From an optimization exercise on the open Yosys and OpenROAD flow, aimed at small area, a short achievable clock period and few clock cycles per item; shortcuts taken in it are not production practice. In this exercise RTL edits were held to simulation tests only and were not proved equivalent to the original.

==> design.v <==
package tri_setup_pkg;
	localparam int COORD_W   = 12;
	localparam int ROW_W     = 10;
	localparam int FRAC_W    = 10;
	localparam int SLOPE_W   = 24;
	localparam int QUOT_BITS = 22;                       
	localparam int HDR_W     = 2 * COORD_W + 3 * ROW_W;
endpackage
`timescale 1ns/10ps
module tri_setup_top (
	input  logic          clk100,
	input  logic          rst_n,
	input  logic          next_frame,
	input  logic [71:0]   vtx_data,
	input  logic          vtx_empty,
	input  logic          tri_wait,
	output logic          vtx_pop,
	output logic [125:0]  tri_data,
	output logic          tri_push
);
	localparam int CW  = tri_setup_pkg::COORD_W;     
	localparam int NQ  = tri_setup_pkg::QUOT_BITS;   
	localparam int NR4 = NQ / 2;                     
	localparam int DS  = 2;                          
	localparam int LS  = DS + NR4;                   
	assign vtx_pop = !vtx_empty && !tri_wait && !next_frame && rst_n;
	logic v [0:LS];
	always_ff @(posedge clk100 or negedge rst_n)
	begin
		if (!rst_n)
			for (int s = 0; s <= LS; s++)
				v[s] <= 1'b0;
		else if (next_frame)
			for (int s = 0; s <= LS; s++)
				v[s] <= 1'b0;
		else
		begin
			v[0] <= vtx_pop;
			for (int s = 1; s <= LS; s++)
				v[s] <= v[s-1];
		end
	end
	logic [71:0] w0;
	always_ff @(posedge clk100)
		w0 <= vtx_data;
	logic [CW-1:0] vx [0:2];
	logic [CW-1:0] vy [0:2];
	always_comb
		for (int i = 0; i < 3; i++)
		begin
			vx[i] = w0[(5-i)*CW +: CW];
			vy[i] = w0[(2-i)*CW +: CW];
		end
	logic [CW-1:0] p_dy  [0:2];
	logic [CW-1:0] p_adx [0:2];
	logic          p_neg [0:2];
	logic          p_le  [0:2];    
	logic          p_row [0:2];    
	for (genvar p = 0; p < 3; p++)
	begin : g_pair
		localparam int I = (p == 2) ? 1 : 0;
		localparam int J = (p == 0) ? 1 : 2;
		logic [CW-1:0] yd_f, yd_b, xd_f, xd_b;
		logic          yge_f, yge_b, xge_f, xge_b;
		sub_ge #(.W(CW)) u_yf (.a(vy[J]), .b(vy[I]), .ge(yge_f), .diff(yd_f));
		sub_ge #(.W(CW)) u_yb (.a(vy[I]), .b(vy[J]), .ge(yge_b), .diff(yd_b));
		sub_ge #(.W(CW)) u_xf (.a(vx[J]), .b(vx[I]), .ge(xge_f), .diff(xd_f));
		sub_ge #(.W(CW)) u_xb (.a(vx[I]), .b(vx[J]), .ge(xge_b), .diff(xd_b));
		assign p_le[p]  = yge_f;
		assign p_dy[p]  = yge_f ? yd_f : yd_b;
		assign p_adx[p] = xge_f ? xd_f : xd_b;
		assign p_neg[p] = yge_f ? !xge_f : !xge_b;
		assign p_row[p] = vy[I][CW-1:2] == vy[J][CW-1:2];
	end
	logic [5:0]    o;
	logic [CW-1:0] e_dy  [0:2];
	logic [CW-1:0] e_adx [0:2];
	logic          e_neg [0:2];
	logic [CW-1:0] h_xtop, h_xright, h_ytop;
	assign o[0] =  p_le[0] &  p_le[1] &  p_le[2];
	assign o[1] =  p_le[0] &  p_le[1] & !p_le[2];
	assign o[2] = !p_le[0] &  p_le[1] &  p_le[2];
	assign o[3] =  p_le[0] & !p_le[1] & !p_le[2];
	assign o[4] = !p_le[0] & !p_le[1] &  p_le[2];
	assign o[5] = !p_le[0] & !p_le[1] & !p_le[2];
	localparam logic [11:0] LONG_P = {2'd1, 2'd0, 2'd2, 2'd2, 2'd0, 2'd1};
	localparam logic [11:0] TOP_P = {2'd2, 2'd2, 2'd1, 2'd0, 2'd1, 2'd0};
	localparam logic [11:0] BOT_P = {2'd0, 2'd1, 2'd0, 2'd1, 2'd2, 2'd2};
	localparam logic [11:0] TOP_V = {2'd2, 2'd1, 2'd2, 2'd1, 2'd0, 2'd0};
	localparam logic [11:0] MID_V = {2'd1, 2'd2, 2'd0, 2'd0, 2'd2, 2'd1};
	always_comb
	begin
		for (int e = 0; e < 3; e++)
		begin
			e_dy[e]  = '0;
			e_adx[e] = '0;
			e_neg[e] = 1'b0;
		end
		h_xtop   = '0;
		h_ytop   = '0;
		h_xright = '0;
		for (int k = 0; k < 6; k++)
		begin
			e_dy[0]  = e_dy[0]  | ({CW{o[k]}} & p_dy[LONG_P[2*k +: 2]]);
			e_dy[1]  = e_dy[1]  | ({CW{o[k]}} & p_dy[TOP_P[2*k +: 2]]);
			e_dy[2]  = e_dy[2]  | ({CW{o[k]}} & p_dy[BOT_P[2*k +: 2]]);
			e_adx[0] = e_adx[0] | ({CW{o[k]}} & p_adx[LONG_P[2*k +: 2]]);
			e_adx[1] = e_adx[1] | ({CW{o[k]}} & p_adx[TOP_P[2*k +: 2]]);
			e_adx[2] = e_adx[2] | ({CW{o[k]}} & p_adx[BOT_P[2*k +: 2]]);
			e_neg[0] = e_neg[0] | (o[k] & p_neg[LONG_P[2*k +: 2]]);
			e_neg[1] = e_neg[1] | (o[k] & p_neg[TOP_P[2*k +: 2]]);
			e_neg[2] = e_neg[2] | (o[k] & p_neg[BOT_P[2*k +: 2]]);
			h_xtop   = h_xtop   | ({CW{o[k]}} & vx[TOP_V[2*k +: 2]]);
			h_ytop   = h_ytop   | ({CW{o[k]}} & vy[TOP_V[2*k +: 2]]);
			h_xright = h_xright | ({CW{o[k]}} & (p_row[TOP_P[2*k +: 2]] ? vx[MID_V[2*k +: 2]] : vx[TOP_V[2*k +: 2]]));
		end
	end
	logic [CW-1:0] xtop [1:LS-1];
	logic [CW-1:0] xrgt [1:LS-1];
	logic [CW-1:0] ytop [1:LS-1];
	logic [CW-1:0] dy   [1:LS-1][0:2];
	logic [CW+1:0] dy3  [DS:LS-1][0:2];   
	logic          neg  [1:LS-1][0:2];
	logic [CW-1:0] rem  [1:LS-1][0:2];    
	logic [NQ-1:0] nq   [1:LS-1][0:2];    
	logic [NQ-2:0] plow [0:2];           
	always_ff @(posedge clk100)
	begin
		xtop[1] <= h_xtop;
		xrgt[1] <= h_xright;
		ytop[1] <= h_ytop;
		for (int e = 0; e < 3; e++)
		begin
			dy[1][e]  <= e_dy[e];
			neg[1][e] <= e_neg[e];
			rem[1][e] <= '0;
			nq[1][e]  <= {e_adx[e], {(NQ-CW){1'b0}}};
		end
	end
	for (genvar s = DS; s < LS; s++)
	begin : g_stage
		localparam int K = 2 * (s - DS + 1);              
		for (genvar e = 0; e < 3; e++)
		begin : g_div
			logic [CW+1:0] d3;
			logic [1:0]    q;
			logic [CW-1:0] r_new;
			logic [NQ-1:0] n_new;
			logic [CW+1:0] d3_reg;
			if (s == DS)
			begin : g_d3
				assign d3_reg = {2'b00, dy[s-1][e]} + {1'b0, dy[s-1][e], 1'b0};
				assign d3 = (dy[s-1][e][CW-1:1] == '0) ? {{CW{1'b0}}, dy[s-1][e][0], dy[s-1][e][0]} : '1;
			end
			else
			begin : g_d3r
				assign d3     = dy3[s-1][e];
				assign d3_reg = d3;
			end
			r4_step u_step (
				.rem   (rem[s-1][e]),
				.bin   (nq[s-1][e][NQ-1 -: 2]),
				.d     (dy[s-1][e]),
				.d3    (d3),
				.q     (q),
				.r_new (r_new)
			);
			logic [CW-1:0] r_m;
			for (genvar b = 0; b < CW; b++)
			begin : g_rb
				assign r_m[b] = (b < K) ? r_new[b] : 1'b0;
			end
			assign n_new[1:0] = q;
			for (genvar b = 2; b < NQ; b++)
			begin : g_nb
				assign n_new[b] = (b >= K && b < K + NQ - CW) ? 1'b0 : nq[s-1][e][b-2];
			end
			if (s == LS - 1)
			begin : g_pl
				logic [NQ-3:0] pl;
				assign pl[0] = 1'b0;
				for (genvar b = 1; b < NQ - 2; b++)
				begin : g_o
					assign pl[b] = pl[b-1] | nq[s-1][e][b-1];
				end
				always_ff @(posedge clk100)
					plow[e] <= {|nq[s-1][e][NQ-3:0], pl};
			end
			always_ff @(posedge clk100)
			begin
				dy[s][e]  <= dy[s-1][e];
				dy3[s][e] <= d3_reg;
				neg[s][e] <= neg[s-1][e];
				rem[s][e] <= r_m;
				nq[s][e]  <= n_new;
			end
		end
		always_ff @(posedge clk100)
		begin
			xtop[s] <= xtop[s-1];
			xrgt[s] <= xrgt[s-1];
			ytop[s] <= ytop[s-1];
		end
	end
	logic [23:0]   slope [0:2];
	logic [CW-1:0] y_mid, y_bot;
	logic [125:0]  res;
	for (genvar e = 0; e < 3; e++)
	begin : g_fin
		logic [NQ-1:0] qv;
		logic [NQ-1:0] low;      
		logic          s_neg;
		assign qv = nq[LS-1][e];
		logic q10;
		assign q10 = qv[1] | qv[0];
		assign low[0] = 1'b0;
		assign low[1] = qv[0];
		for (genvar b = 2; b < NQ; b++)
		begin : g_low
			assign low[b] = plow[e][b-2] | q10;
		end
		assign s_neg = neg[LS-1][e] && (plow[e][NQ-2] || q10);
		assign slope[e] = (dy[LS-1][e] == '0) ? 24'd0
			: {s_neg, s_neg, qv ^ ({NQ{neg[LS-1][e]}} & low)};
	end
	assign y_mid = ytop[LS-1] + dy[LS-1][1];
	assign y_bot = ytop[LS-1] + dy[LS-1][0];
	always_ff @(posedge clk100)
		res <= {xtop[LS-1], xrgt[LS-1], ytop[LS-1][CW-1:2], y_mid[CW-1:2], y_bot[CW-1:2],
			slope[0], slope[1], slope[2]};
	assign tri_data = res;
	assign tri_push = v[LS];
endmodule
module sub_ge #(
	parameter int W = 14
) (
	input  logic [W-1:0] a,
	input  logic [W-1:0] b,
	output logic         ge,
	output logic [W-1:0] diff
);
	localparam int LV = (W <= 2) ? 1 : (W <= 4) ? 2 : (W <= 8) ? 3 : (W <= 16) ? 4 : 5;
	logic [W-1:0] gt [0:LV];     
	logic [W-1:0] eq [0:LV];     
	assign gt[0] = a & ~b;
	assign eq[0] = ~(a ^ b);
	for (genvar l = 0; l < LV; l++)
	begin : g_lvl
		for (genvar i = 0; i < W; i++)
		begin : g_bit
			if (((i >> l) & 1) == 1)
			begin : g_cmb
				localparam int J = ((i >> l) << l) - 1;
				assign gt[l+1][i] = gt[l][i] | (eq[l][i] & gt[l][J]);
				assign eq[l+1][i] = eq[l][i] & eq[l][J];
			end
			else
			begin : g_thr
				assign gt[l+1][i] = gt[l][i];
				assign eq[l+1][i] = eq[l][i];
			end
		end
	end
	assign ge = gt[LV][W-1] | eq[LV][W-1];
	assign diff[0] = ~eq[0][0];
	for (genvar i = 1; i < W; i++)
	begin : g_d
		assign diff[i] = eq[0][i] ^ gt[LV][i-1] ^ eq[LV][i-1];
	end
endmodule
module r4_step (
	input  logic [11:0] rem,
	input  logic [1:0]  bin,
	input  logic [11:0] d,
	input  logic [13:0] d3,
	output logic [1:0]  q,
	output logic [11:0] r_new
);
	logic [13:0] t;
	logic        c1, c2, c3;
	logic [13:0] f1, f2, f3;
	assign t = {rem, bin};
	sub_ge #(.W(14)) u1 (.a(t), .b({2'b00, d}),       .ge(c1), .diff(f1));
	sub_ge #(.W(14)) u2 (.a(t), .b({1'b0, d, 1'b0}),  .ge(c2), .diff(f2));
	sub_ge #(.W(14)) u3 (.a(t), .b(d3),               .ge(c3), .diff(f3));
	assign q = {c2, c3 | (c1 & !c2)};
	always_comb
	begin
		if (c3)
			r_new = f3[11:0];
		else if (c2)
			r_new = f2[11:0];
		else if (c1)
			r_new = f1[11:0];
		else
			r_new = t[11:0];
	end
endmodule
==> run.sh <==
#!/bin/bash
# synth_recipe.tcl (not shown) runs the flow's synth.tcl, then flattens the netlist and writes it again
# the make line also repeats each setting of config.mk as NAME=value (left out here)
make -C /OpenROAD-flow-scripts/flow DESIGN_CONFIG=/design/flow/config.mk WORK_HOME=/design/flow/orfs CLKGATE_MAP_FILE= SYNTH_SCRIPT=/design/flow/synth_recipe.tcl finish
==> config.mk <==
export PLATFORM = sky130hd
export DESIGN_NAME = tri_setup_top
export DESIGN_NICKNAME = tri_setup_top
export VERILOG_FILES = /design/flow/design.v
export SDC_FILE = /design/flow/constraint.sdc
export NUM_CORES = 4
export LEC_CHECK = 0
export CAP_MARGIN = 20
export CORE_MARGIN = 2
export CORE_UTILIZATION = 55
export SETUP_SLACK_MARGIN = 1.4
export SLEW_MARGIN = 20
==> constraint.sdc <==
create_clock -name core_clock -period 4.5 [get_ports {clk100}]
set_input_delay 0.9000 -clock core_clock [delete_from_list [all_inputs] [get_ports {clk100}]]
set_output_delay 0.9000 -clock core_clock [all_outputs]
set_load 0.01 [all_outputs]
==> flow_metrics.py, run 1 <==
metrics = {
    "final_layout": {
        "post_route_cell_area_um2": 131000,
        "area_growth_pct": 22.7,
        "post_route_cells_drive_above_1_share": 0.184,
        "final_nets": 13028,
    },
    "worst_setup_path": {
        "path_max_fanout": 3,
        "regToRegSetupSlack_ns": 0.43,
        "cp.arrival_ns": 4.81,
        "startpoint_type": "flip-flop",
        "critical_path.startpoint": "nq[30][3]$_DFF_P_",
        "worstSetupEndpointType": "flip-flop",
        "regToRegStartpoint": "nq[30][3]$_DFF_P_",
        "crit_type": "flip-flop to flip-flop",
        "timing.critical_path.required_ns": 5.24,
    },
    "min_path": {
        "worstHoldStart": "nq[23][0]$_DFF_P_",
        "hold_class": "flip-flop to flip-flop",
    },
    "placement": {
        "dpl_cell_area_um2": 113000,
        "gp_congestion": 0.938,
        "dp_hpwl_mm": 193,
        "port_buf_inserts": 204,
    },
    "sta": {
        "maxClockFrequency_mhz": 246,
        "setup_repair_after_global_routing_missed_its_margin": "yes",
        "finalWorstPathRequiredPeriod_ns": 4.07,
        "final-hold-violation-count": 0,
        "max_slew.worst_pin.slew_ns": 1.05,
        "slew-limit-headroom": 0.297,
        "setup_viol": 0,
        "setup-tns-final_ns": 0,
        "timing.final.max_slew_violations": 0,
        "timing.clock.skew_ns": 0.0556,
        "layout_worst_path_cycle_share": 0.905,
    },
    "logic_synthesis": {
        "synth.top_cells.by_area": "dfxtp_1 44%, ha_1 13%, xnor2_1 5.9%, fa_1 4.9%, inv_1 3.8%",
        "synth_cell_type_count": 81,
        "yosys.area.top_type": "dfxtp_1",
        "number_of_enable_flip_flop_cells_after_synthesis": 0,
        "synth-seq-area-share": 0.441,
        "synthArstFlopShare": 0.00596,
        "synth-main-ff-cell": "dfxtp_1",
        "synth_area_um2": 107000,
        "synth_fp_nets": 12138,
        "synth_largest_type_area_fraction": 0.437,
        "ys_seq_elements": 2348,
        "avgSynthCellArea_um2": 10.0,
        "syn_inst": 10649,
        "synth.yosys.warnings": 50,
    },
    "cts": {
        "cts_root_buffer": "clkbuf_16",
        "cts_tree": "yes",
        "clk_transition_reported_paths_ns": 0.06,
        "number_of_clock_buffers_inserted_by_tritoncts": 226,
        "clock_sinks": 2348,
        "clk_latency_ns": 0.86,
        "cts_max_level": 4,
        "maximum_count_of_clock_buffers_along_a_single_path": 3,
        "post_cts_hold_buffer_count": 0,
    },
    "drt": {
        "totalWireLength_mm": 263,
        "drt_pre_antenna_iters": 8,
        "drc": 0,
        "detail_route.iter0.violations": 3860,
        "avgViaCountPerCell": 5.35,
        "postRouteAntennaNets": 0,
        "detailroute.via_count": 76288,
        "post_drt_wl_per_cell_um": 18.5,
    },
    "grt": {
        "grt_use_total": 0.254,
        "grt_max_degree": 40,
        "grt_pass1_vias": 76127,
        "grt_first_pass_wirelength_mm": 404,
        "grt_antenna_before_repair": 5,
        "gr-total-overflow": 0,
    },
    "die": {
        "start_util": 0.554,
        "die_area_um2": 198000,
        "core.rowCount": 161,
        "ioPinCount": 205,
        "die_y_um": 445,
        "die_width_um": 445,
        "fp.coreArea_um2": 193000,
    },
    "flow_run": {
        "drv.max_cap_violation_count": 0,
    },
    "run_status": {
        "status": "timing/DRC/antenna clean",
    },
}
## path summary, 6_finish.rpt
path / end / cells past startpoint
max in group asynchronous: v[10]$_DFF_PN0_ / 2
worst max-delay path: plow[0][20]$_DFF_P_ / 11
worst min-delay path: nq[26][2]$_DFF_P_ / 0
worst min register to register: nq[26][2]$_DFF_P_ / 0
worst max register to register: plow[0][20]$_DFF_P_ / 11
min in group asynchronous: v[5]$_DFF_PN0_ / 2
## layer usage
| metal | part of all wire | GRT usage | wire [um] | vias to the layer above |
|---|---|---|---|---|
| li1 | - | - | - | 37756 |
| met1 | 0.44 | 0.322 | 115000 | 36368 |
| met2 | 0.48 | 0.433 | 126000 | 1599 |
| met3 | 0.038 | 0.0330 | 9920 | 561 |
| met4 | 0.048 | 0.115 | 12700 | 4 |
| met5 | 0.000087 | 0 | 23 | - |
## registers in the layout, indices dropped and copies added, names as in the netlist, 72 cells and up
signal and count:
nq 522, dy3 420, dy 402, rem 270
xrgt 144, xtop 144, ytop 144, res 123
w0 72
## cell type report
class,count,area [um2]
timing repair inverter,7,60.1
sequential,2348,47400
fill,14882,61700
multi-input combinational,7010,60200
tap,2526,3160
timing repair buffer,867,8110
inverter,1079,4150
antenna,2,5.00
clock buffer,302,6300
clock inverter,114,1670
## cell usage after synthesis, types with 41 or more instances
cell      number
a211oi_1     105
a21o_1       286
a21oi_1      657
a31oi_1       62
and2_1        41
and3_1       102
clkbuf_1     213
dfxtp_1     2334
fa_1         264
ha_1        1148
inv_1       1077
mux2i_1      152
nand2_1      666
nand2b_1      89
nand3_1      190
nor2_1       634
nor2b_1       73
nor3_1       111
nor4_1        43
o211ai_1     107
o21a_1        77
o21ai_0      451
o21bai_1      51
o221ai_1      44
o22ai_1       51
xnor2_1      717
xor2_1       397
## layout by cell type, fill, tap and decap left out, drive strengths merged, types with 43 or more instances in the layout
master and instances:
xor2 397, nand3 190, ha 1148, nor2b 73, mux2i 152, buf 654, a21o 287, clkbuf 309
xnor2 717, or3 44, clkdlybuf4s50 202, and3 102, nor4 43, o21ai 461, inv 1090, a211oi 105
nor2 634, o22ai 51, o21bai 51, dfxtp 2334, nand2 666, and2 44, a31oi 62, nand2b 89
clkinv 66, o221ai 45, nor3 111, o21a 77, a21oi 657, o211ai 107, fa 264
## through the flow
step,hold slack (ns),instances,util,setup slack (ns)
floorplan,0.310,10649,-,0.733
global placement,0.310,13274,0.585,0.485
detailed placement,0.312,13274,0.585,0.453
CTS,0.273,13977,0.652,0.449
global route,0.289,14253,0.680,0.368
finish,0.288,14255,0.680,0.429
## repair_timing
| item | CTS | global route |
|---|---|---|
| setup buffers | 250 | 259 |
| resized for setup | 651 | 915 |
| endpoints found under the setup margin | 383 | 379 |
| pin swaps | 237 | 533 |
| cloned | 37 | 17 |
## critical path, cell delays in order, from the launching register on
cell	delay, ns
dfxtp_2	0.32
or4_4	0.55
or3_4	0.37
or2_4	0.26
or3_4	0.37
or3_4	0.36
or3_4	0.37
or2_4	0.24
or3_4	0.34
or2_4	0.24
or3_4	0.32
or2_1	0.22
## kinds of logic (layout without fill, tap and decap cells)
group                      count (synthesis)  after routing  share of synthesized area
AOI/OAI and AO/OA                       2155           2168                      0.127
xor gates and xnor gates                1114           1114                     0.0913
adders and majority gates               1412           1412                      0.184
buffers and inverters                   1304           2369                     0.0461
DFF                                     2348           2348                      0.441
muxes                                    178            178                     0.0170
other                                      0              2                          0
and+or+nand+nor                         2138           2138                     0.0936
Testbench counts, summed over its fixed seeds: cycles 1,712, items 1,600.
==> run 2, diff against run 1 <==
--- a/design.v
+++ b/design.v
@@ -21,7 +21,7 @@
 	localparam int CW  = tri_setup_pkg::COORD_W;     
 	localparam int NQ  = tri_setup_pkg::QUOT_BITS;   
 	localparam int NR4 = NQ / 2;                     
-	localparam int DS  = 2;                          
+	localparam int DS  = 1;                          
 	localparam int LS  = DS + NR4;                   
 	assign vtx_pop = !vtx_empty && !tri_wait && !next_frame && rst_n;
 	logic v [0:LS];
@@ -40,16 +40,13 @@
 				v[s] <= v[s-1];
 		end
 	end
-	logic [71:0] w0;
-	always_ff @(posedge clk100)
-		w0 <= vtx_data;
 	logic [CW-1:0] vx [0:2];
 	logic [CW-1:0] vy [0:2];
 	always_comb
 		for (int i = 0; i < 3; i++)
 		begin
-			vx[i] = w0[(5-i)*CW +: CW];
-			vy[i] = w0[(2-i)*CW +: CW];
+			vx[i] = vtx_data[(5-i)*CW +: CW];
+			vy[i] = vtx_data[(2-i)*CW +: CW];
 		end
 	logic [CW-1:0] p_dy  [0:2];
 	logic [CW-1:0] p_adx [0:2];
@@ -115,26 +112,26 @@
 			h_xright = h_xright | ({CW{o[k]}} & (p_row[TOP_P[2*k +: 2]] ? vx[MID_V[2*k +: 2]] : vx[TOP_V[2*k +: 2]]));
 		end
 	end
-	logic [CW-1:0] xtop [1:LS-1];
-	logic [CW-1:0] xrgt [1:LS-1];
-	logic [CW-1:0] ytop [1:LS-1];
-	logic [CW-1:0] dy   [1:LS-1][0:2];
+	logic [CW-1:0] xtop [0:LS-1];
+	logic [CW-1:0] xrgt [0:LS-1];
+	logic [CW-1:0] ytop [0:LS-1];
+	logic [CW-1:0] dy   [0:LS-1][0:2];
 	logic [CW+1:0] dy3  [DS:LS-1][0:2];   
-	logic          neg  [1:LS-1][0:2];
-	logic [CW-1:0] rem  [1:LS-1][0:2];    
-	logic [NQ-1:0] nq   [1:LS-1][0:2];    
-	logic [NQ-2:0] plow [0:2];           
+	logic          neg  [0:LS-1][0:2];
+	logic [CW-1:0] rem  [0:LS-1][0:2];    
+	logic [NQ-1:0] nq   [0:LS-1][0:2];    
+	logic [NQ-3:0] plow [0:2];           
 	always_ff @(posedge clk100)
 	begin
-		xtop[1] <= h_xtop;
-		xrgt[1] <= h_xright;
-		ytop[1] <= h_ytop;
+		xtop[0] <= h_xtop;
+		xrgt[0] <= h_xright;
+		ytop[0] <= h_ytop;
 		for (int e = 0; e < 3; e++)
 		begin
-			dy[1][e]  <= e_dy[e];
-			neg[1][e] <= e_neg[e];
-			rem[1][e] <= '0;
-			nq[1][e]  <= {e_adx[e], {(NQ-CW){1'b0}}};
+			dy[0][e]  <= e_dy[e];
+			neg[0][e] <= e_neg[e];
+			rem[0][e] <= '0;
+			nq[0][e]  <= {e_adx[e], {(NQ-CW){1'b0}}};
 		end
 	end
 	for (genvar s = DS; s < LS; s++)
@@ -178,13 +175,19 @@
 			if (s == LS - 1)
 			begin : g_pl
 				logic [NQ-3:0] pl;
-				assign pl[0] = 1'b0;
-				for (genvar b = 1; b < NQ - 2; b++)
+				for (genvar b = 0; b < NQ - 2; b++)
 				begin : g_o
-					assign pl[b] = pl[b-1] | nq[s-1][e][b-1];
+					if (b % 5 == 0)
+					begin : g_g0
+						assign pl[b] = 1'b0;
+					end
+					else
+					begin : g_gn
+						assign pl[b] = pl[b-1] | nq[s-1][e][b-1];
+					end
 				end
 				always_ff @(posedge clk100)
-					plow[e] <= {|nq[s-1][e][NQ-3:0], pl};
+					plow[e] <= pl;
 			end
 			always_ff @(posedge clk100)
 			begin
@@ -211,15 +214,26 @@
 		logic [NQ-1:0] low;      
 		logic          s_neg;
 		assign qv = nq[LS-1][e];
-		logic q10;
+		logic       q10;
+		logic [3:0] g;           
+		logic [4:0] gb;          
 		assign q10 = qv[1] | qv[0];
+		for (genvar j = 0; j < 4; j++)
+		begin : g_grp
+			assign g[j] = |qv[2+5*j +: 5];
+		end
+		assign gb[0] = q10;
+		assign gb[1] = q10 | g[0];
+		assign gb[2] = q10 | g[0] | g[1];
+		assign gb[3] = q10 | g[0] | g[1] | g[2];
+		assign gb[4] = q10 | g[0] | g[1] | g[2] | g[3];
 		assign low[0] = 1'b0;
 		assign low[1] = qv[0];
 		for (genvar b = 2; b < NQ; b++)
 		begin : g_low
-			assign low[b] = plow[e][b-2] | q10;
+			assign low[b] = plow[e][b-2] | gb[(b-2)/5];
 		end
-		assign s_neg = neg[LS-1][e] && (plow[e][NQ-2] || q10);
+		assign s_neg = neg[LS-1][e] && gb[4];
 		assign slope[e] = (dy[LS-1][e] == '0) ? 24'd0
 			: {s_neg, s_neg, qv ^ ({NQ{neg[LS-1][e]}} & low)};
 	end
--- a/config.mk
+++ b/config.mk
@@ -7,6 +7,6 @@
 export LEC_CHECK = 0
 export CAP_MARGIN = 20
 export CORE_MARGIN = 2
-export CORE_UTILIZATION = 55
+export CORE_UTILIZATION = 70
 export SETUP_SLACK_MARGIN = 1.4
 export SLEW_MARGIN = 20
==> flow_metrics.py, run 2 <==
metrics = {
    "logic_synthesis": {
        "synth_most_common_cell": "dfxtp_1",
        "synth-main-ff-cell": "dfxtp_1",
        "synth_common_cells": "2241 x dfxtp_1, 1148 x ha_1, 1110 x inv_1, 709 x xnor2_1, 653 x nand2_1",
        "synthArstFlopShare": 0.00577,
        "avgSynthCellArea_um2": 10.1,
        "synth_cell_type_count": 99,
        "synth_largest_type_area_fraction": 0.424,
        "synth_area_um2": 106000,
        "ys_seq_elements": 2254,
        "synth.top_cells.by_area": "dfxtp_1 42%, ha_1 14%, xnor2_1 5.9%, fa_1 5.0%, inv_1 3.9%",
        "synth.yosys.warnings": 50,
        "number_of_enable_flip_flop_cells_after_synthesis": 0,
        "synth-seq-area-share": 0.427,
        "yosys.area.top_type": "dfxtp_1",
        "synth_fp_nets": 11950,
        "syn_inst": 10461,
    },
    "sta": {
        "max_slew.worst_pin.slew_ns": 1.21,
        "layout_worst_path_cycle_share": 0.770,
        "setup_viol": 0,
        "finalWorstPathRequiredPeriod_ns": 3.46,
        "slew-limit-headroom": 0.186,
        "timing.final.max_slew_violations": 0,
        "timing.clock.skew_ns": 0.0936,
        "setup_ws_ns": 1.04,
        "final-hold-violation-count": 0,
        "setup_repair_after_global_routing_missed_its_margin": "yes",
        "worst_hold_slack_ns": 0.236,
        "maxClockFrequency_mhz": 289,
        "setup-tns-final_ns": 0,
    },
    "die": {
        "ioPinCount": 205,
        "die_width_um": 393,
        "core.rowCount": 142,
        "start_util": 0.706,
        "die_y_um": 393,
        "fp.coreArea_um2": 150000,
        "die_area_um2": 154000,
    },
    "worst_setup_path": {
        "timing.critical_path.required_ns": 5.32,
        "worstReg2RegEnd": "rem[19][11]$_DFF_P_",
        "most_repeated_library_cell_on_the_critical_path": "buf_6",
        "critical-path-max-stage-delay_ns": 0.49,
        "startpoint_type": "flip-flop",
        "regToRegStartpoint": "dy3[13][0]$_DFF_P_",
        "cp.arrival_ns": 4.28,
        "worstRegToRegCells": 18,
        "critPathSlowestCell": "a2111o_1",
        "crit_path_cell_trace": "inv_4, ha_4, inv_4, fa_2, nor2b_1, o21ai_1, a21boi_1, o41a_1, buf_6, o21a_1, o21bai_4, buf_4, buf_6, a31oi_4, buf_6, a311oi_2, a2111o_1, a22oi_2",
        "worstSetupEndpointType": "flip-flop",
        "regToRegSetupSlack_ns": 1.04,
        "path_max_fanout": 3,
        "crit_type": "flip-flop to flip-flop",
    },
    "run_status": {
        "status": "timing/DRC/antenna clean",
    },
    "grt": {
        "grt_antenna_before_repair": 7,
        "gr-total-overflow": 0,
        "grt_first_pass_wirelength_mm": 434,
        "grt_max_degree": 30,
        "grt_use_total": 0.352,
        "grt_pass1_vias": 82485,
    },
    "drt": {
        "totalWireLength_mm": 301,
        "detailroute.via_count": 82598,
        "postRouteAntennaNets": 0,
        "detail_route.iter0.violations": 6991,
        "drc": 0,
        "avgViaCountPerCell": 6.07,
        "post_drt_wl_per_cell_um": 22.1,
        "drt_pre_antenna_iters": 9,
    },
    "cts": {
        "cts_root_buffer": "clkbuf_16",
        "clock_sinks": 2254,
        "number_of_clock_buffers_inserted_by_tritoncts": 208,
        "cts_max_level": 4,
        "cts_tree": "yes",
        "maximum_count_of_clock_buffers_along_a_single_path": 3,
        "clk_transition_reported_paths_ns": 0.07,
        "clk_latency_ns": 0.90,
    },
    "final_layout": {
        "top_register": "nq",
        "layout_commonest_cell": "dfxtp_1",
        "largest_reg_flops": 522,
        "largestRegisters": "nq: 522 flops, dy3: 420 flops, dy: 402 flops",
        "final_nets": 12911,
        "seqCellArea_um2": 45400,
        "post-route-util": 0.862,
        "post_route_cells_drive_above_1_share": 0.197,
        "layout.cells.most_common_list": "2132 x dfxtp_1, 1044 x ha_1, 1031 x inv_1",
        "post_route_cell_area_um2": 129000,
        "final-instance-count-excl-fill": 13618,
        "layout.filler_cells": 7223,
        "multi_input_comb_area_um2": 61100,
        "area_growth_pct": 22.0,
    },
    "min_path": {
        "worstHoldStart": "vtx_data[13]",
        "worst_hold_path.endpoint": "ytop[0][1]$_DFF_P_",
        "hold_class": "input port to flip-flop",
        "worst_hold_path.num_cells": 3,
    },
    "placement": {
        "dp_hpwl_mm": 192,
        "dpl_cell_area_um2": 113000,
        "place_inst": 12735,
        "gp_congestion": 0.961,
        "detailedPlace.worstSlack_ns": -0.107,
        "port_buf_inserts": 204,
    },
    "flow_run": {
        "drv.max_cap_violation_count": 0,
    },
}
-- run 2: cells by family (layout without fill, tap and decap cells) --
family	after synthesis	after routing	synth area share
AOI/OAI and AO/OA	2075	2095	0.130
xor gates and xnor gates	1089	1089	0.0900
adders and majority gates	1412	1412	0.186
buffers and inverters	1321	2438	0.0476
DFF	2254	2254	0.427
muxes	324	324	0.0317
other	0	2	0
and+or+nand+nor	1986	1988	0.0889
-- run 2: what timing repair did --
item | 4_1_cts | 5_1_grt
endpoints found under the setup margin | 376 | 335
gates cloned | 21 | 16
pin swaps | 247 | 460
hold buffers | 0 | 0
buffers inserted | 245 | 211
resized for setup | 677 | 916
-- run 2: worst max-delay path by stage --
stage | from | end | slack [ns] | depth (start not counted)
3_3_place_gp | vtx_data[13] | neg[0]$_DFF_P_ | 0.01 | 16
3_5_place_dp | vtx_data[13] | xrgt[0][0]$_DFF_P_ | -0.11 | 17
6_report | dy3[13][0]$_DFF_P_ | rem[19][11]$_DFF_P_ | 1.04 | 18
5_1_grt | dy3[13][0]$_DFF_P_ | rem[19][11]$_DFF_P_ | 1.00 | 18
2_1_floorplan | vtx_data[60] | nq[1][16]$_DFF_P_ | 0.90 | 14
4_1_cts | dy3[13][0]$_DFF_P_ | rem[19][7]$_DFF_P_ | 1.31 | 15
-- run 2: worst max-delay path: cells and delay by family, from the launching register on --
family                   cells  cell delay [ns]
AND/OR/NAND/NOR              1             0.13
AO/OA/AOI/OAI                9             1.84
adder cells (fa/ha/maj)      2             0.47
buffers and inverters        6             0.66
flip-flops                   1             0.36
-- run 2: area by class of cell --
type / count / area share
Clock buffer: 278 / 0.0458
Clock inverter: 110 / 0.0137
Timing Repair inverter: 1 / 0.0000581
Antenna cell: 2 / 0.0000387
Inverter: 1112 / 0.0331
Multi-Input combinational cell: 6908 / 0.473
Sequential cell: 2254 / 0.351
Tap cell: 2016 / 0.0195
Timing Repair Buffer: 937 / 0.0640
-- run 2: per-layer routing --
layer | up-vias | GRT usage | part of all wire
met2 | 3981 | 0.616 | 0.49
met4 | 12 | 0.198 | 0.069
met3 | 1362 | 0.0521 | 0.064
met1 | 39723 | 0.414 | 0.38
li1 | 37520 | - | -
met5 | - | 0 | 0.00026
Testbench counts of run 2, summed over its fixed seeds: cycles 1,704, items 1,600.
==> run 3, diff against run 2 <==
--- a/config.mk
+++ b/config.mk
@@ -7,6 +7,6 @@
 export LEC_CHECK = 0
 export CAP_MARGIN = 20
 export CORE_MARGIN = 2
-export CORE_UTILIZATION = 70
+export CORE_UTILIZATION = 55
 export SETUP_SLACK_MARGIN = 1.4
 export SLEW_MARGIN = 20
==> flow_metrics.py, run 3 <==
metrics = {
    "drt": {
        "detail_route.iter0.violations": 3840,
        "post_drt_wl_per_cell_um": 18.5,
        "dr.max_layer_used": "met4",
        "detailroute.wirelength.met3_mm": 9.97,
        "detailroute.via_count": 75537,
        "met1Wirelength_mm": 116,
        "totalWireLength_mm": 260,
        "avgViaCountPerCell": 5.36,
        "drt_pre_antenna_iters": 6,
        "drc": 0,
        "postRouteAntennaNets": 0,
        "detailroute.wirelength.met2_mm": 126,
    },
    "worst_setup_path": {
        "cp.arrival_ns": 3.94,
        "path_max_fanout": 5,
        "timing.critical_path.required_ns": 5.25,
        "worstSetupEndpointType": "flip-flop",
        "startpoint_type": "flip-flop",
        "crit_type": "flip-flop to flip-flop",
    },
    "die": {
        "die_width_um": 443,
        "ioPinCount": 205,
        "die_area_um2": 196000,
        "start_util": 0.552,
        "core.rowCount": 161,
        "fp.coreArea_um2": 192000,
        "die_y_um": 443,
    },
    "sta": {
        "slew-limit-headroom": 0.275,
        "maxClockFrequency_mhz": 314,
        "finalWorstPathRequiredPeriod_ns": 3.19,
        "setup_repair_after_global_routing_missed_its_margin": "yes",
        "timing.clock.skew_ns": 0.0622,
        "setup_ws_ns": 1.31,
        "layout_worst_path_cycle_share": 0.708,
        "max_slew.worst_pin.slew_ns": 1.08,
        "final-hold-violation-count": 0,
        "setup-tns-final_ns": 0,
        "timing.final.max_slew_violations": 0,
        "setup_viol": 0,
    },
    "run_status": {
        "status": "timing/DRC/antenna clean",
    },
    "logic_synthesis": {
        "synth.yosys.warnings": 50,
        "syn_inst": 10461,
        "synth_cell_type_count": 99,
        "synth-seq-area-share": 0.427,
        "synth_fp_nets": 11950,
        "synthArstFlopShare": 0.00577,
        "synth_common_cells": "2241 x dfxtp_1, 1148 x ha_1, 1110 x inv_1, 709 x xnor2_1, 653 x nand2_1",
        "avgSynthCellArea_um2": 10.1,
        "ys_seq_elements": 2254,
        "synth-main-ff-cell": "dfxtp_1",
        "number_of_enable_flip_flop_cells_after_synthesis": 0,
        "synth_area_um2": 106000,
        "synth_most_common_cell": "dfxtp_1",
        "yosys.area.top_type": "dfxtp_1",
        "synth.top_cells.by_area": "dfxtp_1 42%, ha_1 14%, xnor2_1 5.9%, fa_1 5.0%, inv_1 3.9%",
        "synth_largest_type_area_fraction": 0.424,
    },
    "min_path": {
        "hold_class": "flip-flop to flip-flop",
    },
    "final_layout": {
        "largestRegisters": "nq: 522 flops, dy3: 420 flops, dy: 402 flops",
        "post_route_cells_drive_above_1_share": 0.189,
        "layout_commonest_cell": "dfxtp_1",
        "area_growth_pct": 22.2,
        "top_register": "nq",
        "seqCellArea_um2": 45400,
        "largest_reg_flops": 522,
        "layout.filler_cells": 14784,
        "final_nets": 12857,
        "multi_input_comb_area_um2": 60800,
        "layout.cells.most_common_list": "2129 x dfxtp_1, 1040 x ha_1, 1039 x inv_1",
    },
    "placement": {
        "gp_congestion": 0.934,
        "port_buf_inserts": 204,
        "dp_hpwl_mm": 195,
        "detailedPlace.worstSlack_ns": -0.0523,
    },
    "grt": {
        "grt_antenna_before_repair": 9,
        "grt_max_degree": 27,
        "grt_use_total": 0.257,
        "gr-total-overflow": 0,
        "grt_first_pass_wirelength_mm": 407,
        "grt_pass1_vias": 76247,
    },
    "cts": {
        "clk_transition_reported_paths_ns": 0.07,
        "clk_latency_ns": 0.88,
        "cts_max_level": 4,
        "cts_root_buffer": "clkbuf_16",
        "cts_tree": "yes",
        "clock_sinks": 2254,
        "maximum_count_of_clock_buffers_along_a_single_path": 3,
        "number_of_clock_buffers_inserted_by_tritoncts": 223,
    },
    "flow_run": {
        "drv.max_cap_violation_count": 0,
    },
}
==> run 3: cell types whose count changed in the layout (fill, tap and decap cells not counted), sizes merged, moves of 4 or more <==
cell	delta
diode	+6
dlygate4sd2	+7
clkdlybuf4s15	-11
inv	+4
buf	-82
dlymetal6s2s	+11
clkbuf	+27
clkinvlp	+9
==> run 3: final timing paths <==
path	start	to	slack, ns	cells after the start
worst max-delay path	dy[22][2]$_DFF_P_	rem[25][10]$_DFF_P_	1.31	13
worst min-delay path	ytop[4][11]$_DFF_P_	ytop[5][11]$_DFF_P_	0.28	0
worst max register to register	dy[22][2]$_DFF_P_	rem[25][10]$_DFF_P_	1.31	13
worst min register to register	ytop[4][11]$_DFF_P_	ytop[5][11]$_DFF_P_	0.28	0
max in group asynchronous	rst_n	v[5]$_DFF_PN0_	4.02	2
min in group asynchronous	rst_n	v[4]$_DFF_PN0_	0.33	2
==> run 3: cells by family after synthesis <==
kind of cell	Yosys count	synth area share
compound gates	2075	0.130
flops	2254	0.427
mux	324	0.0317
fa+ha+maj	1412	0.186
simple gates	1986	0.0889
buf+inv	1321	0.0476
xor+xnor	1089	0.0900
==> run 3: metal layers <==
layer | GRT usage | up-vias
met5 | 0 | -
li1 | - | 37450
met4 | 0.0836 | 0
met3 | 0.0301 | 441
met2 | 0.444 | 1489
met1 | 0.332 | 36157
==> run 3: critical path: stages (launching register included) <==
cell and delay [ns]:
dfxtp_2 0.35, inv_4 0.05, ha_4 0.15, fa_2 0.38, a21o_1 0.17, a21o_1 0.17, a211o_1 0.31, a2111o_1 0.49
a31oi_4 0.24, buf_6 0.14, o21ai_4 0.11, a21oi_2 0.22, nor3_2 0.05, a311oi_1 0.24
==> run 3: layout make-up <==
type                       instances  area share
multi-input combinational       6905       0.470
sequential                      2254       0.350
timing repair buffer             871      0.0596
clock buffer                     297      0.0486
inverter                        1112      0.0331
tap                             2526      0.0244
clock inverter                   119      0.0138
antenna                            8    0.000155
timing repair inverter             1   0.0000580
==> run 3: what timing repair did <==
action	in CTS	in global routing
pin swaps	273	408
endpoints found under the setup margin	357	342
resized for setup	638	804
cloned	21	21
buffers inserted	209	181
hold buffers	0	0
==> run 3: through the flow <==
| step | hold slack [ns] | utilization | instance area [um2] | instances |
|---|---|---|---|---|
| floorplan | 0.310 | - | 107000 | 10461 |
| global placement | 0.310 | 0.590 | 113000 | 13237 |
| detailed placement | 0.312 | 0.590 | 113000 | 13237 |
| CTS | 0.254 | 0.653 | 125000 | 13883 |
| global route | 0.249 | 0.674 | 129000 | 14087 |
| finish | 0.281 | 0.674 | 129000 | 14093 |
==> run 4, diff against run 3 <==
--- a/config.mk
+++ b/config.mk
@@ -8,5 +8,5 @@
 export CAP_MARGIN = 20
 export CORE_MARGIN = 2
 export CORE_UTILIZATION = 55
-export SETUP_SLACK_MARGIN = 1.4
+export SETUP_SLACK_MARGIN = 1.9
 export SLEW_MARGIN = 20
==> flow_metrics.py, run 4 <==
metrics = {
    "run_status": {
        "status": "timing/DRC/antenna clean",
    },
    "cts": {
        "clock_sinks": 2254,
        "cts_tree": "yes",
        "post_cts_hold_buffer_count": 0,
        "number_of_clock_buffers_inserted_by_tritoncts": 223,
        "clk_transition_reported_paths_ns": 0.06,
        "cts_root_buffer": "clkbuf_16",
        "maximum_count_of_clock_buffers_along_a_single_path": 3,
        "clk_latency_ns": 0.90,
        "cts_max_level": 4,
    },
    "final_layout": {
        "largestRegisters": "nq: 522 flops, dy3: 420 flops, dy: 402 flops",
        "largest_reg_flops": 522,
        "post_route_cell_area_um2": 139000,
        "area_growth_pct": 30.9,
        "final-instance-count-excl-fill": 14549,
        "layout_commonest_cell": "dfxtp_1",
        "post_route_cells_drive_above_1_share": 0.275,
        "post-route-util": 0.722,
        "layout.filler_cells": 13712,
        "top_register": "nq",
        "final_nets": 13307,
        "layout.cells.most_common_list": "2059 x dfxtp_1, 994 x inv_1, 975 x ha_1",
    },
    "sta": {
        "final-hold-violation-count": 0,
        "maxClockFrequency_mhz": 320,
        "timing.final.max_slew_violations": 0,
        "slew-limit-headroom": 0.204,
        "finalWorstPathRequiredPeriod_ns": 3.13,
        "setup_viol": 0,
        "layout_worst_path_cycle_share": 0.695,
        "timing.clock.skew_ns": 0.0816,
        "setup_repair_after_global_routing_missed_its_margin": "yes",
        "max_slew.worst_pin.slew_ns": 1.18,
    },
    "placement": {
        "dp_hpwl_mm": 193,
        "place_inst": 13196,
        "dpl_cell_area_um2": 114000,
        "port_buf_inserts": 204,
        "gp_congestion": 0.915,
    },
    "die": {
        "core.rowCount": 161,
        "fp.coreArea_um2": 192000,
        "die_width_um": 443,
        "start_util": 0.552,
        "ioPinCount": 205,
        "die_y_um": 443,
        "die_area_um2": 196000,
    },
    "worst_setup_path": {
        "critPathBufInv": 2,
        "cp_top_family": "compound AO/OA/AOI/OAI gates",
        "cp.arrival_ns": 3.85,
        "crit_type": "flip-flop to flip-flop",
        "critPathSlowestCell": "dfxtp_2",
        "path_max_fanout": 6,
        "crit_path_cell_trace": "inv_4, ha_4, fa_2, a21o_1, a21o_1, a21oi_2, nor2b_2, o41ai_4, buf_4, a21bo_4, a31oi_4, mux2i_1, o21ai_2, mux2_2",
        "timing.critical_path.required_ns": 5.22,
        "critical-path-max-stage-delay_ns": 0.36,
        "worstSetupEndpointType": "flip-flop",
        "startpoint_type": "flip-flop",
        "most_repeated_library_cell_on_the_critical_path": "a21o_1",
    },
    "logic_synthesis": {
        "syn_inst": 10461,
        "synth-seq-area-share": 0.427,
        "synth_common_cells": "2241 x dfxtp_1, 1148 x ha_1, 1110 x inv_1, 709 x xnor2_1, 653 x nand2_1",
        "ys_seq_elements": 2254,
        "yosys.area.top_type": "dfxtp_1",
        "synth_largest_type_area_fraction": 0.424,
        "synth-main-ff-cell": "dfxtp_1",
        "synth.top_cells.by_area": "dfxtp_1 42%, ha_1 14%, xnor2_1 5.9%, fa_1 5.0%, inv_1 3.9%",
        "synth_cell_type_count": 99,
        "number_of_enable_flip_flop_cells_after_synthesis": 0,
        "synthArstFlopShare": 0.00577,
        "synth_most_common_cell": "dfxtp_1",
        "avgSynthCellArea_um2": 10.1,
        "synth.yosys.warnings": 50,
        "synth_area_um2": 106000,
        "synth_fp_nets": 11950,
    },
    "flow_run": {
        "drv.max_cap_violation_count": 0,
    },
    "grt": {
        "gr-total-overflow": 0,
        "gr-usage-met1": 0.332,
        "grt_pass1_vias": 79644,
        "met2_usage": 0.471,
        "globalRouteMet3Util": 0.0338,
        "grt_use_total": 0.268,
        "grt_antenna_before_repair": 5,
        "globalRoute.busiestLayer": "met2",
        "grt_first_pass_wirelength_mm": 424,
        "grt_max_degree": 28,
    },
    "drt": {
        "drc": 0,
        "post_drt_wl_per_cell_um": 18.8,
        "detail_route.iter0.violations": 4022,
        "avgViaCountPerCell": 5.37,
        "drt_pre_antenna_iters": 8,
        "detailroute.via_count": 78180,
        "postRouteAntennaNets": 0,
        "totalWireLength_mm": 273,
    },
    "min_path": {
        "hold_class": "input port to async pin",
    },
}
==> run 4: cells by family (layout without fill, tap and decap cells) <==
| logic type | count (synthesis) | count (layout) | share of synthesized area |
|---|---|---|---|
| xor gates and xnor gates | 1089 | 1089 | 0.0900 |
| adders and majority gates | 1412 | 1412 | 0.186 |
| buffers and inverters | 1321 | 2849 | 0.0476 |
| muxes | 324 | 324 | 0.0317 |
| DFF | 2254 | 2254 | 0.427 |
| and+or+nand+nor | 1986 | 1990 | 0.0889 |
| AOI/OAI and AO/OA | 2075 | 2101 | 0.130 |
| other | 0 | 4 | 0 |
==> run 4: repair_timing <==
action                     4_1_cts  5_1_grt
gates resized for setup       1776      788
pin swaps                      725      603
setup endpoints to repair      562      430
cloned                          63       15
buffers inserted               606      238
==> run 4: worst min-delay path, cell delays in order <==
cell	delay [ns]
dlygate4sd2_1	0.22
buf_6	0.10
buf_4	0.19
==> run 4: metrics by stage <==
| stage | hold WS [ns] | setup slack, ns | TNS [ns] |
|---|---|---|---|
| 6_report | 0.156 | 1.37 | 0 |
| 5_1_grt | 0.145 | 1.24 | 0 |
| 4_1_cts | 0.104 | 1.41 | 0 |
| 3_5_place_dp | 0.312 | -0.0797 | -0.687 |
| 3_3_place_gp | 0.309 | -0.0644 | -0.172 |
| 2_1_floorplan | 0.309 | 0.903 | 0 |
==> run 4: worst paths after layout <==
path / start / end / slack, ns / depth (start not counted)
setup / recovery: dy[18][2]$_DFF_P_ / rem[21][9]$_DFF_P_ / 1.37 / 14
hold / removal: rst_n / v[12]$_DFF_PN0_ / 0.16 / 3
setup reg to reg: dy[18][2]$_DFF_P_ / rem[21][9]$_DFF_P_ / 1.37 / 14
hold reg to reg: xtop[5][6]$_DFF_P_ / xtop[6][6]$_DFF_P_ / 0.29 / 0
max in group asynchronous: rst_n / v[11]$_DFF_PN0_ / 4.19 / 3
min in group core_clock: vtx_data[65] / xtop[0][5]$_DFF_P_ / 0.26 / 3
==> run 4: routing by layer <==
metal	vias up	routed length (um)	share of wire
li1	38384	-	-
met1	37625	117000	0.43
met2	1621	135000	0.49
met3	550	9440	0.035
met4	0	11400	0.042
met5	-	0	0
==> run 4: final cells by class <==
cell class | count | area, um2 | share of cell area
Antenna cell | 4 | 10.0 | 0.0000722
Clock buffer | 279 | 6130 | 0.0442
Clock inverter | 147 | 2190 | 0.0158
Inverter | 1112 | 4360 | 0.0314
Multi-Input combinational cell | 6916 | 64800 | 0.467
Sequential cell | 2254 | 45600 | 0.329
Tap cell | 2526 | 3160 | 0.0228
Timing Repair Buffer | 1308 | 12500 | 0.0899
Timing Repair inverter | 3 | 21.3 | 0.000153
==> run 5, diff against run 4 <==
--- a/design.v
+++ b/design.v
@@ -115,8 +115,8 @@
 	logic [CW-1:0] xtop [0:LS-1];
 	logic [CW-1:0] xrgt [0:LS-1];
 	logic [CW-1:0] ytop [0:LS-1];
-	logic [CW-1:0] dy   [0:LS-1][0:2];
-	logic [CW+1:0] dy3  [DS:LS-1][0:2];   
+	logic [CW-1:0] ndy  [0:LS-1][0:2];    
+	logic [CW+1:0] ndy3 [DS:LS-1][0:2];   
 	logic          neg  [0:LS-1][0:2];
 	logic [CW-1:0] rem  [0:LS-1][0:2];    
 	logic [NQ-1:0] nq   [0:LS-1][0:2];    
@@ -128,7 +128,7 @@
 		ytop[0] <= h_ytop;
 		for (int e = 0; e < 3; e++)
 		begin
-			dy[0][e]  <= e_dy[e];
+			ndy[0][e] <= ~e_dy[e];
 			neg[0][e] <= e_neg[e];
 			rem[0][e] <= '0;
 			nq[0][e]  <= {e_adx[e], {(NQ-CW){1'b0}}};
@@ -139,26 +139,28 @@
 		localparam int K = 2 * (s - DS + 1);              
 		for (genvar e = 0; e < 3; e++)
 		begin : g_div
-			logic [CW+1:0] d3;
 			logic [1:0]    q;
 			logic [CW-1:0] r_new;
 			logic [NQ-1:0] n_new;
-			logic [CW+1:0] d3_reg;
+			logic [CW-1:0] d;
+			logic [CW+1:0] nd3;
+			logic [CW+1:0] nd3_reg;
+			assign d = ~ndy[s-1][e];
 			if (s == DS)
 			begin : g_d3
-				assign d3_reg = {2'b00, dy[s-1][e]} + {1'b0, dy[s-1][e], 1'b0};
-				assign d3 = (dy[s-1][e][CW-1:1] == '0) ? {{CW{1'b0}}, dy[s-1][e][0], dy[s-1][e][0]} : '1;
+				assign nd3_reg = ~({2'b00, d} + {1'b0, d, 1'b0});
+				assign nd3 = (d[CW-1:1] == '0) ? {{CW{1'b1}}, ~d[0], ~d[0]} : '0;
 			end
 			else
 			begin : g_d3r
-				assign d3     = dy3[s-1][e];
-				assign d3_reg = d3;
+				assign nd3     = ndy3[s-1][e];
+				assign nd3_reg = nd3;
 			end
 			r4_step u_step (
 				.rem   (rem[s-1][e]),
 				.bin   (nq[s-1][e][NQ-1 -: 2]),
-				.d     (dy[s-1][e]),
-				.d3    (d3),
+				.nd    (ndy[s-1][e]),
+				.nd3   (nd3),
 				.q     (q),
 				.r_new (r_new)
 			);
@@ -191,8 +193,8 @@
 			end
 			always_ff @(posedge clk100)
 			begin
-				dy[s][e]  <= dy[s-1][e];
-				dy3[s][e] <= d3_reg;
+				ndy[s][e] <= ndy[s-1][e];
+				ndy3[s][e] <= nd3_reg;
 				neg[s][e] <= neg[s-1][e];
 				rem[s][e] <= r_m;
 				nq[s][e]  <= n_new;
@@ -234,11 +236,11 @@
 			assign low[b] = plow[e][b-2] | gb[(b-2)/5];
 		end
 		assign s_neg = neg[LS-1][e] && gb[4];
-		assign slope[e] = (dy[LS-1][e] == '0) ? 24'd0
+		assign slope[e] = (ndy[LS-1][e] == '1) ? 24'd0
 			: {s_neg, s_neg, qv ^ ({NQ{neg[LS-1][e]}} & low)};
 	end
-	assign y_mid = ytop[LS-1] + dy[LS-1][1];
-	assign y_bot = ytop[LS-1] + dy[LS-1][0];
+	assign y_mid = ytop[LS-1] + ~ndy[LS-1][1];
+	assign y_bot = ytop[LS-1] + ~ndy[LS-1][0];
 	always_ff @(posedge clk100)
 		res <= {xtop[LS-1], xrgt[LS-1], ytop[LS-1][CW-1:2], y_mid[CW-1:2], y_bot[CW-1:2],
 			slope[0], slope[1], slope[2]};
@@ -282,11 +284,48 @@
 		assign diff[i] = eq[0][i] ^ gt[LV][i-1] ^ eq[LV][i-1];
 	end
 endmodule
+module sub_ge_n #(
+	parameter int W = 14
+) (
+	input  logic [W-1:0] a,
+	input  logic [W-1:0] nb,
+	output logic         ge,
+	output logic [W-1:0] diff
+);
+	localparam int LV = (W <= 2) ? 1 : (W <= 4) ? 2 : (W <= 8) ? 3 : (W <= 16) ? 4 : 5;
+	logic [W-1:0] gt [0:LV];     
+	logic [W-1:0] eq [0:LV];     
+	assign gt[0] = a & nb;
+	assign eq[0] = a ^ nb;
+	for (genvar l = 0; l < LV; l++)
+	begin : g_lvl
+		for (genvar i = 0; i < W; i++)
+		begin : g_bit
+			if (((i >> l) & 1) == 1)
+			begin : g_cmb
+				localparam int J = ((i >> l) << l) - 1;
+				assign gt[l+1][i] = gt[l][i] | (eq[l][i] & gt[l][J]);
+				assign eq[l+1][i] = eq[l][i] & eq[l][J];
+			end
+			else
+			begin : g_thr
+				assign gt[l+1][i] = gt[l][i];
+				assign eq[l+1][i] = eq[l][i];
+			end
+		end
+	end
+	assign ge = gt[LV][W-1] | eq[LV][W-1];
+	assign diff[0] = ~eq[0][0];
+	for (genvar i = 1; i < W; i++)
+	begin : g_d
+		assign diff[i] = eq[0][i] ^ gt[LV][i-1] ^ eq[LV][i-1];
+	end
+endmodule
 module r4_step (
 	input  logic [11:0] rem,
 	input  logic [1:0]  bin,
-	input  logic [11:0] d,
-	input  logic [13:0] d3,
+	input  logic [11:0] nd,
+	input  logic [13:0] nd3,
 	output logic [1:0]  q,
 	output logic [11:0] r_new
 );
@@ -294,9 +333,9 @@
 	logic        c1, c2, c3;
 	logic [13:0] f1, f2, f3;
 	assign t = {rem, bin};
-	sub_ge #(.W(14)) u1 (.a(t), .b({2'b00, d}),       .ge(c1), .diff(f1));
-	sub_ge #(.W(14)) u2 (.a(t), .b({1'b0, d, 1'b0}),  .ge(c2), .diff(f2));
-	sub_ge #(.W(14)) u3 (.a(t), .b(d3),               .ge(c3), .diff(f3));
+	sub_ge_n #(.W(14)) u1 (.a(t), .nb({2'b11, nd}),      .ge(c1), .diff(f1));
+	sub_ge_n #(.W(14)) u2 (.a(t), .nb({1'b1, nd, 1'b1}), .ge(c2), .diff(f2));
+	sub_ge_n #(.W(14)) u3 (.a(t), .nb(nd3),              .ge(c3), .diff(f3));
 	assign q = {c2, c3 | (c1 & !c2)};
 	always_comb
 	begin
--- a/config.mk
+++ b/config.mk
@@ -8,5 +8,6 @@
 export CAP_MARGIN = 20
 export CORE_MARGIN = 2
 export CORE_UTILIZATION = 55
-export SETUP_SLACK_MARGIN = 1.9
+export CTS_BUF_LIST = sky130_fd_sc_hd__clkbuf_4 sky130_fd_sc_hd__clkbuf_8
+export SETUP_SLACK_MARGIN = 1.4
 export SLEW_MARGIN = 20
==> flow_metrics.py, run 5 <==
metrics = {
    "run_status": {
        "status": "timing/DRC/antenna clean",
    },
    "die": {
        "ioPinCount": 205,
        "start_util": 0.552,
        "die_y_um": 440,
        "core.rowCount": 160,
        "fp.coreArea_um2": 190000,
        "die_width_um": 440,
        "die_area_um2": 194000,
    },
    "cts": {
        "number_of_clock_buffers_inserted_by_tritoncts": 367,
        "maximum_count_of_clock_buffers_along_a_single_path": 4,
        "cts_root_buffer": "clkbuf_8",
        "cts_tree": "yes",
        "cts_max_level": 5,
        "clk_latency_ns": 1.09,
        "clock_sinks": 2254,
        "clk_transition_reported_paths_ns": 0.07,
    },
    "final_layout": {
        "largestRegisters": "nq: 522 flops, ndy3: 420 flops, ndy: 402 flops",
        "layout.cells.most_common_list": "2129 x dfxtp_1, 1057 x ha_1, 722 x xnor2_1",
        "area_growth_pct": 20.2,
        "layout_commonest_cell": "dfxtp_1",
        "post_route_cells_drive_above_1_share": 0.191,
        "final_nets": 12385,
        "largest_reg_flops": 522,
        "top_register": "nq",
    },
    "drt": {
        "detail_route.iter0.violations": 3350,
        "detailroute.via_count": 73885,
        "drc": 0,
        "post_drt_wl_per_cell_um": 18.7,
        "totalWireLength_mm": 256,
        "postRouteAntennaNets": 0,
        "avgViaCountPerCell": 5.40,
        "drt_pre_antenna_iters": 8,
    },
    "logic_synthesis": {
        "synth-seq-area-share": 0.431,
        "yosys.area_share.adder": 0.187,
        "ys_seq_elements": 2254,
        "synth_largest_type_area_fraction": 0.428,
        "synth-main-ff-cell": "dfxtp_1",
        "synthXorXnorAreaFrac": 0.0927,
        "avgSynthCellArea_um2": 10.5,
        "synthArstFlopShare": 0.00577,
        "synth_most_common_cell": "dfxtp_1",
        "combinational_family_with_the_most_area_after_synthesis": "adder cells",
        "number_of_enable_flip_flop_cells_after_synthesis": 0,
        "portion_of_netlist_area_occupied_by_mux_cells": 0.0479,
        "syn_inst": 9959,
        "yosys.area.top_type": "dfxtp_1",
        "synth.top_cells.by_area": "dfxtp_1 43%, ha_1 14%, xnor2_1 6.2%, fa_1 5.0%, mux2i_1 3.1%",
        "synth_area_um2": 105000,
        "synth_cell_type_count": 99,
        "synth_common_cells": "2241 x dfxtp_1, 1145 x ha_1, 744 x xnor2_1, 641 x inv_1, 530 x nand2_1",
        "synth.yosys.warnings": 50,
        "synth_compound_area_frac": 0.121,
        "synth_simple_gate_area_share": 0.0887,
        "synth_fp_nets": 11445,
    },
    "flow_run": {
        "drv.max_cap_violation_count": 0,
    },
    "sta": {
        "setup_viol": 0,
        "timing.clock.skew_ns": 0.0730,
        "slew-limit-headroom": 0.261,
        "max_slew.worst_pin.slew_ns": 1.11,
        "timing.final.max_slew_violations": 0,
        "setup_repair_after_global_routing_missed_its_margin": "yes",
        "final-hold-violation-count": 0,
        "maxClockFrequency_mhz": 289,
        "finalWorstPathRequiredPeriod_ns": 3.46,
        "setup-tns-final_ns": 0,
        "layout_worst_path_cycle_share": 0.770,
    },
    "grt": {
        "globalRoute.busiestLayer": "met2",
        "gr-total-overflow": 0,
        "gr-usage-met1": 0.305,
        "grt_first_pass_wirelength_mm": 401,
        "grt_pass1_vias": 75768,
        "grt_antenna_before_repair": 10,
        "grt_max_degree": 24,
        "grt_use_total": 0.260,
        "globalRouteMet3Util": 0.0389,
        "met2_usage": 0.463,
    },
    "worst_setup_path": {
        "regToRegSetupSlack_ns": 1.04,
        "worstSetupEndpointType": "flip-flop",
        "crit_type": "flip-flop to flip-flop",
        "path_max_fanout": 7,
        "worstRegToRegCells": 15,
        "regToRegStartpoint": "nq[15][20]$_DFF_P_",
        "worstReg2RegEnd": "rem[18][4]$_DFF_P_",
        "startpoint_type": "flip-flop",
        "timing.critical_path.required_ns": 5.44,
        "cp.arrival_ns": 4.41,
    },
    "min_path": {
        "hold_class": "input port to async pin",
    },
    "placement": {
        "gp_congestion": 0.893,
        "port_buf_inserts": 204,
        "dp_hpwl_mm": 200,
    },
}
-- run 5: changes by cell type in the layout (fill, tap and decap cells not counted), moves of 119 or more --
cell and delta:
dlygate4sd2_1 -119, clkdlybuf4s50_1 +147, buf_6 -245, buf_4 -219
clkbuf_16 -232, clkbuf_8 +417, a21oi_1 +140, inv_1 -399
-- run 5: cells by family (layout without fill, tap and decap cells) --
| family | Yosys count | count (layout) |
|---|---|---|
| muxes | 482 | 482 |
| AOI/OAI and AO/OA | 1911 | 1911 |
| adders and majority gates | 1409 | 1409 |
| other | 0 | 7 |
| buffers and inverters | 861 | 2075 |
| and+or+nand+nor | 1934 | 1935 |
| DFF | 2254 | 2254 |
| xor gates and xnor gates | 1108 | 1108 |
-- run 5: stage by stage --
step	utilization	hold slack [ns]	worst slack [ns]	cells	area [um2]
CTS	0.650	0.0205	1.02	13564	123000
detailed placement	0.595	0.312	-0.295	12792	113000
floorplan	-	0.309	0.881	9959	106000
finish	0.664	0.131	1.04	13692	126000
global placement	0.595	0.310	-0.256	12792	113000
global route	0.664	0.0711	0.883	13690	126000
-- run 5: per-layer routing --
layer / wire length [um] / vias to the layer above
met2: 127000 / 1479
met4: 12500 / 2
met5: 13 / -
met1: 106000 / 35343
li1: - / 36486
met3: 9640 / 575
-- run 5: timing repair --
item | 4_1_cts | 5_1_grt
hold buffers | 0 | 0
setup buffers | 124 | 116
endpoints found under the setup margin | 341 | 326
pin swaps | 149 | 230
hold endpoints to repair | 0 | 0
cloned | 4 | 5
gates resized for setup | 388 | 472
-- run 5: how the worst max path moves through the flow --
stage | start | endpoint | slack (ns) | cells past startpoint
after global placement | vtx_data[63] | nq[0][16]$_DFF_P_ | -0.26 | 14
after global routing | nq[15][20]$_DFF_P_ | rem[18][3]$_DFF_P_ | 0.88 | 13
after detailed placement | vtx_data[63] | nq[0][16]$_DFF_P_ | -0.30 | 14
final | nq[15][20]$_DFF_P_ | rem[18][4]$_DFF_P_ | 1.04 | 15
after CTS | nq[15][20]$_DFF_P_ | rem[18][3]$_DFF_P_ | 1.02 | 13
after floorplan | vtx_data[60] | nq[0][13]$_DFF_P_ | 0.88 | 14
-- run 5: critical path, cell delays in order (launching register included) --
cell and delay, ns:
dfxtp_4 0.38, ha_4 0.17, fa_2 0.34, a21o_1 0.17, a21o_1 0.16, a21o_1 0.19, a2111oi_4 0.38, nor2_2 0.09
or4_4 0.51, a31oi_4 0.25, buf_12 0.18, buf_4 0.11, buf_6 0.09, nor2_2 0.04, a211oi_2 0.19, o22ai_1 0.09
-- run 5: layout make-up --
class,instances,area [um2]
fill,14995,63800
clock buffer,536,6830
antenna,7,17.5
sequential,2254,45400
tap,2511,3140
inverter,643,2500
timing repair buffer,788,7020
clock inverter,108,1320
multi-input combinational,6845,59700
Testbench counts of run 5, summed over its fixed seeds: cycles 1,704, items 1,600.

==> port drivers added, routing unchanged <==
No port has a modelled driver above. Below, the same layouts with a new extraction and two added sets of constraints. Step 1 assumes that a clkbuf_16 drives the clock port and a buf_2 every other input. Step 2, shift: input delay + t, output delay - t, t = (earliest + latest rising clock arrival at the registers) / 2. This alone moves slack from input paths to output paths. a / b / c = ideal ports / drivers / drivers and shift; a / b = the first two.
run	shift t [ns]	setup slack, ns	latest minus earliest clock arrival (ns)	slew at the worst register clock pin (ns)	cell pins on the clock port's net
run 1	0.915	0.429 / 0.429 / 0.429	0.062 / 0.063	0.07 / 0.07	1
run 2	0.949	1.036 / 1.036 / 0.447	0.114 / 0.115	0.07 / 0.07	1
run 3	0.941	1.312 / 1.312 / 0.404	0.070 / 0.070	0.07 / 0.07	1
run 4	0.954	1.371 / 1.371 / 0.487	0.086 / 0.086	0.07 / 0.07	1
run 5	1.140	1.037 / 1.037 / 0.301	0.089 / 0.088	0.08 / 0.08	1
After both steps every run listed still meets setup and hold. For run 3, which loses most, drivers alone change the setup slack by 0.000 ns; drivers and shift together by -0.908 ns.
